Background: an optimization exercise with open tools, aiming at small area. Do not read the settings as production practice. In this exercise RTL edits were held to simulation tests only and were not proved equivalent to the original.

==> inputs of delta <==
==> flow/design.v <==
module dual_port_ram #(
    parameter int width = 8,
    parameter int depth = 256,
    parameter int addr  = 8
) (
    input  logic             clk,
    input  logic             rst,
    input  logic             rd_en0,
    input  logic             rd_en1,
    input  logic             wr_en0,
    input  logic             wr_en1,
    input  logic [width-1:0] data_in0,
    input  logic [width-1:0] data_in1,
    input  logic [addr-1:0]  rd_addr0,
    input  logic [addr-1:0]  wr_addr0,
    input  logic [addr-1:0]  rd_addr1,
    input  logic [addr-1:0]  wr_addr1,
    output logic [width-1:0] data_out0,
    output logic [width-1:0] data_out1
);
    logic [width-1:0] r_data_out0;
    logic [width-1:0] r_data_out1;
    logic [width-1:0] w_rd_data0 [0:depth];
    logic [width-1:0] w_rd_data1 [0:depth];
    logic             w_we0;
    logic             w_we1;
    assign w_we0 = wr_en0 & ~rst;
    assign w_we1 = wr_en1 & ~rst;
    assign w_rd_data0[0] = '0;
    assign w_rd_data1[0] = '0;
    for (genvar w = 0; w < depth; w++) begin : g_word
        logic [width-1:0] r_word;
        logic             w_sel0;
        logic             w_sel1;
        logic             w_hold;
        assign w_sel0 = w_we0 & (wr_addr0 == addr'(w));
        assign w_sel1 = w_we1 & (wr_addr1 == addr'(w)) & ~w_sel0;
        assign w_hold = ~(w_sel0 | w_sel1);
        always_ff @(posedge clk) begin
            r_word <= ({width{w_sel0}} & data_in0)
                    | ({width{w_sel1}} & data_in1)
                    | ({width{w_hold}} & r_word);
        end
        assign w_rd_data0[w+1] = w_rd_data0[w] | ({width{rd_addr0 == addr'(w)}} & r_word);
        assign w_rd_data1[w+1] = w_rd_data1[w] | ({width{rd_addr1 == addr'(w)}} & r_word);
    end
    always_ff @(posedge clk) begin
        if (rst) begin
            r_data_out0 <= '0;
            r_data_out1 <= '0;
        end else begin
            if (rd_en0) begin
                r_data_out0 <= w_rd_data0[depth];
            end
            if (rd_en1) begin
                r_data_out1 <= w_rd_data1[depth];
            end
        end
    end
    assign data_out0 = r_data_out0;
    assign data_out1 = r_data_out1;
endmodule
==> flow/run.sh <==
#!/bin/bash
# synth_recipe.tcl (not shown) runs the flow's synth.tcl, then flattens the netlist and writes it again
# the make line also repeats each setting of config.mk as NAME=value (left out here)
make -C /OpenROAD-flow-scripts/flow DESIGN_CONFIG=/design/flow/config.mk WORK_HOME=/design/flow/orfs CLKGATE_MAP_FILE= SYNTH_SCRIPT=/design/flow/synth_recipe.tcl finish
==> flow/config.mk <==
export PLATFORM = sky130hd
export DESIGN_NAME = dual_port_ram
export DESIGN_NICKNAME = dual_port_ram
export VERILOG_FILES = /design/flow/design.v
export SDC_FILE = /design/flow/constraint.sdc
export NUM_CORES = 4
export LEC_CHECK = 0
export CAP_MARGIN = 20
export CORE_MARGIN = 2
export CORE_UTILIZATION = 40
export CTS_BUF_LIST = sky130_fd_sc_hd__clkbuf_16
export CTS_CLUSTER_DIAMETER = 80
export CTS_CLUSTER_SIZE = 30
export SLEW_MARGIN = 20
==> flow/constraint.sdc <==
create_clock -name core_clock -period 6.0 [get_ports {clk}]
set_input_delay 1.2000 -clock core_clock [delete_from_list [all_inputs] [get_ports {clk}]]
set_output_delay 1.2000 -clock core_clock [all_outputs]
set_load 0.01 [all_outputs]
==> indigo (differences from delta) <==
==> flow/design.v, changed modules only <==
module dual_port_ram #(
    parameter int width = 8,
    parameter int depth = 256,
    parameter int addr  = 8
) (
    input  logic             clk,
    input  logic             rst,
    input  logic             rd_en0,
    input  logic             rd_en1,
    input  logic             wr_en0,
    input  logic             wr_en1,
    input  logic [width-1:0] data_in0,
    input  logic [width-1:0] data_in1,
    input  logic [addr-1:0]  rd_addr0,
    input  logic [addr-1:0]  wr_addr0,
    input  logic [addr-1:0]  rd_addr1,
    input  logic [addr-1:0]  wr_addr1,
    output logic [width-1:0] data_out0,
    output logic [width-1:0] data_out1
);
    logic [width-1:0] r_mem [0:depth-1];
    logic [width-1:0] r_data_out0;
    logic [width-1:0] r_data_out1;
    logic [width-1:0] w_rd_data0;
    logic [width-1:0] w_rd_data1;
    logic             w_wr1_allowed;
    assign w_wr1_allowed = wr_en1 && !(wr_en0 && (wr_addr0 == wr_addr1));
    assign w_rd_data0 = r_mem[rd_addr0];
    assign w_rd_data1 = r_mem[rd_addr1];
    always_ff @(posedge clk) begin
        if (!rst) begin
            if (wr_en0) begin
                r_mem[wr_addr0] <= data_in0;
            end
            if (w_wr1_allowed) begin
                r_mem[wr_addr1] <= data_in1;
            end
        end
    end
    always_ff @(posedge clk) begin
        if (rst) begin
            r_data_out0 <= '0;
            r_data_out1 <= '0;
        end else begin
            if (rd_en0) begin
                r_data_out0 <= w_rd_data0;
            end
            if (rd_en1) begin
                r_data_out1 <= w_rd_data1;
            end
        end
    end
    assign data_out0 = r_data_out0;
    assign data_out1 = r_data_out1;
endmodule
==> flow/config.mk (replaced) <==
export PLATFORM = sky130hd
export DESIGN_NAME = dual_port_ram
export DESIGN_NICKNAME = dual_port_ram
export VERILOG_FILES = /design/flow/design.v
export SDC_FILE = /design/flow/constraint.sdc
export NUM_CORES = 4
export LEC_CHECK = 0
export CAP_MARGIN = 40
export CORE_MARGIN = 2
export CORE_UTILIZATION = 40
export SLEW_MARGIN = 50
==> juniper (differences from delta) <==
==> flow/design.v, changed modules only <==
module dual_port_ram_bit (
    input  logic clk,
    input  logic s0,
    input  logic s1,
    input  logic wr,
    input  logic d0n,
    input  logic d1n,
    output logic q
);
    logic r_q;
    logic w_u;
    assign w_u = ~((s0 & d0n) | (s1 & d1n));
    always_ff @(posedge clk) begin
        r_q <= (wr | r_q) & w_u;
    end
    assign q = r_q;
endmodule
module dual_port_ram_nor2 (
    input  logic a,
    input  logic b,
    output logic y
);
    assign y = ~(a | b);
endmodule
module dual_port_ram_or2 (
    input  logic a,
    input  logic b,
    output logic y
);
    assign y = a | b;
endmodule
module dual_port_ram_rd2 (
    input  logic e0,
    input  logic e1,
    input  logic a0,
    input  logic a1,
    output logic yn
);
    assign yn = ~((e0 & a0) | (e1 & a1));
endmodule
module dual_port_ram #(
    parameter int width = 8,
    parameter int depth = 256,
    parameter int addr  = 8
) (
    input  logic             clk,
    input  logic             rst,
    input  logic             rd_en0,
    input  logic             rd_en1,
    input  logic             wr_en0,
    input  logic             wr_en1,
    input  logic [width-1:0] data_in0,
    input  logic [width-1:0] data_in1,
    input  logic [addr-1:0]  rd_addr0,
    input  logic [addr-1:0]  wr_addr0,
    input  logic [addr-1:0]  rd_addr1,
    input  logic [addr-1:0]  wr_addr1,
    output logic [width-1:0] data_out0,
    output logic [width-1:0] data_out1
);
    localparam int NG = depth / 2;    
    logic [width-1:0] r_data_out0;
    logic [width-1:0] r_data_out1;
    logic [width-1:0] w_d0n;
    logic [width-1:0] w_d1n;
    logic [15:0]      w_whi0n, w_wlo0n, w_whi1n, w_wlo1n;
    logic [15:0]      w_rhi0n, w_rlo0n, w_rhi1n, w_rlo1n;
    logic [depth-1:0] w_re0, w_re1;
    logic [width-1:0] w_q [0:depth-1];
    logic [NG-1:0]    w_p0n [0:width-1];
    logic [NG-1:0]    w_p1n [0:width-1];
    logic [width-1:0] w_rd_data0;
    logic [width-1:0] w_rd_data1;
    logic             w_we0;
    logic             w_we1;
    assign w_d0n = ~data_in0;
    assign w_d1n = ~data_in1;
    assign w_we0 = wr_en0 & ~rst;
    assign w_we1 = wr_en1 & ~rst & ~(wr_en0 & (wr_addr0 == wr_addr1));
    for (genvar j = 0; j < 16; j++) begin : g_pre
        assign w_whi0n[j] = ~(w_we0 & (wr_addr0[7:4] == 4'(j)));
        assign w_wlo0n[j] = ~(wr_addr0[3:0] == 4'(j));
        assign w_whi1n[j] = ~(w_we1 & (wr_addr1[7:4] == 4'(j)));
        assign w_wlo1n[j] = ~(wr_addr1[3:0] == 4'(j));
        assign w_rhi0n[j] = ~(rd_addr0[7:4] == 4'(j));
        assign w_rlo0n[j] = ~(rd_addr0[3:0] == 4'(j));
        assign w_rhi1n[j] = ~(rd_addr1[7:4] == 4'(j));
        assign w_rlo1n[j] = ~(rd_addr1[3:0] == 4'(j));
    end
    for (genvar w = 0; w < depth; w++) begin : g_word
        logic w_s0, w_s1, w_wr;
        dual_port_ram_nor2 u_s0 (
            .a(w_whi0n[w / 16]), .b(w_wlo0n[w % 16]), .y(w_s0)
        );
        dual_port_ram_nor2 u_s1 (
            .a(w_whi1n[w / 16]), .b(w_wlo1n[w % 16]), .y(w_s1)
        );
        dual_port_ram_or2 u_wr (
            .a(w_s0), .b(w_s1), .y(w_wr)
        );
        for (genvar b = 0; b < width; b++) begin : g_bit
            dual_port_ram_bit u_bit (
                .clk(clk), .s0(w_s0), .s1(w_s1), .wr(w_wr),
                .d0n(w_d0n[b]), .d1n(w_d1n[b]), .q(w_q[w][b])
            );
        end
        assign w_re0[w] = ~(w_rhi0n[w / 16] | w_rlo0n[w % 16]);
        assign w_re1[w] = ~(w_rhi1n[w / 16] | w_rlo1n[w % 16]);
    end
    for (genvar b = 0; b < width; b++) begin : g_rbit
        for (genvar g = 0; g < NG; g++) begin : g_grp
            dual_port_ram_rd2 u_rd0 (
                .e0(w_re0[2*g]), .e1(w_re0[2*g+1]),
                .a0(w_q[2*g][b]), .a1(w_q[2*g+1][b]),
                .yn(w_p0n[b][g])
            );
            dual_port_ram_rd2 u_rd1 (
                .e0(w_re1[2*g]), .e1(w_re1[2*g+1]),
                .a0(w_q[2*g][b]), .a1(w_q[2*g+1][b]),
                .yn(w_p1n[b][g])
            );
        end
        assign w_rd_data0[b] = ~&w_p0n[b];
        assign w_rd_data1[b] = ~&w_p1n[b];
    end
    always_ff @(posedge clk) begin
        if (rst) begin
            r_data_out0 <= '0;
            r_data_out1 <= '0;
        end else begin
            if (rd_en0) begin
                r_data_out0 <= w_rd_data0;
            end
            if (rd_en1) begin
                r_data_out1 <= w_rd_data1;
            end
        end
    end
    assign data_out0 = r_data_out0;
    assign data_out1 = r_data_out1;
endmodule
==> flow/flow/run.sh (new file) <==
#!/bin/bash
# The standard layout, except that after the standard synthesis the
# combinational cells that synthesis upsized for speed (a22oi_2, a221oi_2) are
# put back to their minimum drive strength; the timing repair steps of the
# standard flow size up again whatever needs it. Registers are untouched.
set -euo pipefail
WORK=$(pwd)
RES=$WORK/orfs/results/${FLOW_PLATFORM}/dual_port_ram/base

bash standard.sh synth > "$WORK/synth.log" 2>&1

sed -i -E 's/\bsky130_fd_sc_hd__(a22oi|a221oi)_2\b/sky130_fd_sc_hd__\1_1/g' "$RES/1_2_yosys.v"
grep -c "sky130_fd_sc_hd__a22" "$RES/1_2_yosys.v" > "$WORK/resize.log" || true
rm -f "$RES/1_synth.odb"

bash standard.sh finish > "$WORK/layout.log" 2>&1
==> flow/standard.sh (new file) <==
#!/bin/bash
# synth_recipe.tcl (not shown) runs the flow's synth.tcl, then flattens the netlist and writes it again
# the make line also repeats each setting of config.mk as NAME=value (left out here)
make -C /OpenROAD-flow-scripts/flow DESIGN_CONFIG=/design/flow/config.mk WORK_HOME=/design/flow/orfs CLKGATE_MAP_FILE= SYNTH_SCRIPT=/design/flow/synth_recipe.tcl "${@:-finish}"
--- a/flow/config.mk
+++ b/flow/config.mk
@@ -8,7 +8,8 @@
 export CAP_MARGIN = 20
 export CORE_MARGIN = 2
-export CORE_UTILIZATION = 40
+export CORE_UTILIZATION = 50
 export CTS_BUF_LIST = sky130_fd_sc_hd__clkbuf_16
 export CTS_CLUSTER_DIAMETER = 80
 export CTS_CLUSTER_SIZE = 30
 export SLEW_MARGIN = 20
+export SYNTH_HIERARCHICAL = 1
removed: flow/run.sh
==> out/results.txt <==
vias in the first global route: 103000
grt met2 use: 75.0%
run status: timing/DRC/antenna clean
grt met3 use: 23.9%
gpl congestion: 1.11
Die Ht: 437 um
placed cells: 13500
Source of the figures above: juniper

==> out/results.txt <==
run status: timing/DRC/antenna clean
vias in the first global route: 86800
grt met2 use: 50.1%
placed cells: 12200
Final Hold Viols: 0
compound-cell area share of the yosys netlist: 5.31%
gpl congestion: 1.02
Die Ht: 561 um
grt met3 use: 11.9%
Source of the figures above: indigo

==> out/results.txt <==
run status: did not finish
commonest cells in the netlist: dfxtp_1 (2064), mux2i_1 (2048), nor2_1 (1700)
grt met2 use: 123%
placed cells: 18000
first error: [ERROR GRT-0116] Global routing finished with congestion. Check the congestion regions in the DRC Viewer.
grt met3 use: 98.4%
top-count cell post-synth: dfxtp_1
vias in the first global route: 169000
Die Ht: 540 um
global-route wire length before repair: 2110000 um
Fail Step: global routing (5_1_grt)
Source of the figures above: delta

separate check: timing with driven ports:
Ports are ideal in the flow. The routed layouts listed here were re-timed in OpenROAD.
Step 1 (the two cells are an assumption about what drives the block):
set clk [get_ports {clk}]
set_driving_cell -lib_cell sky130_fd_sc_hd__clkbuf_16 $clk
set_driving_cell -lib_cell sky130_fd_sc_hd__buf_2 [delete_from_list [all_inputs] $clk]
Step 2 times the ports against the registers' clock, not the clock port: input delays grow and output delays shrink by t, the midpoint of the rising clock arrivals with the driver on.
a / b / c = no drivers / after step 1 / after step 2; a / b = the first two.
run	shift t [ns]	setup WS [ns]	hold slack, ns	worst register clock-pin slew, ns	cell pins on the clock port's net
indigo	1.026	1.266 / 1.341 / 0.314	0.579 / 0.553 / 0.617	0.07 / 0.07	1
juniper	0.956	0.235 / 0.308 / -0.647	0.523 / 0.523 / 0.523	0.12 / 0.12	1
Met with ideal ports but missed after step 2: setup timing in juniper. The setup slack of indigo, which loses most, moves by +0.075 ns with the drivers and by -0.952 ns with both steps.
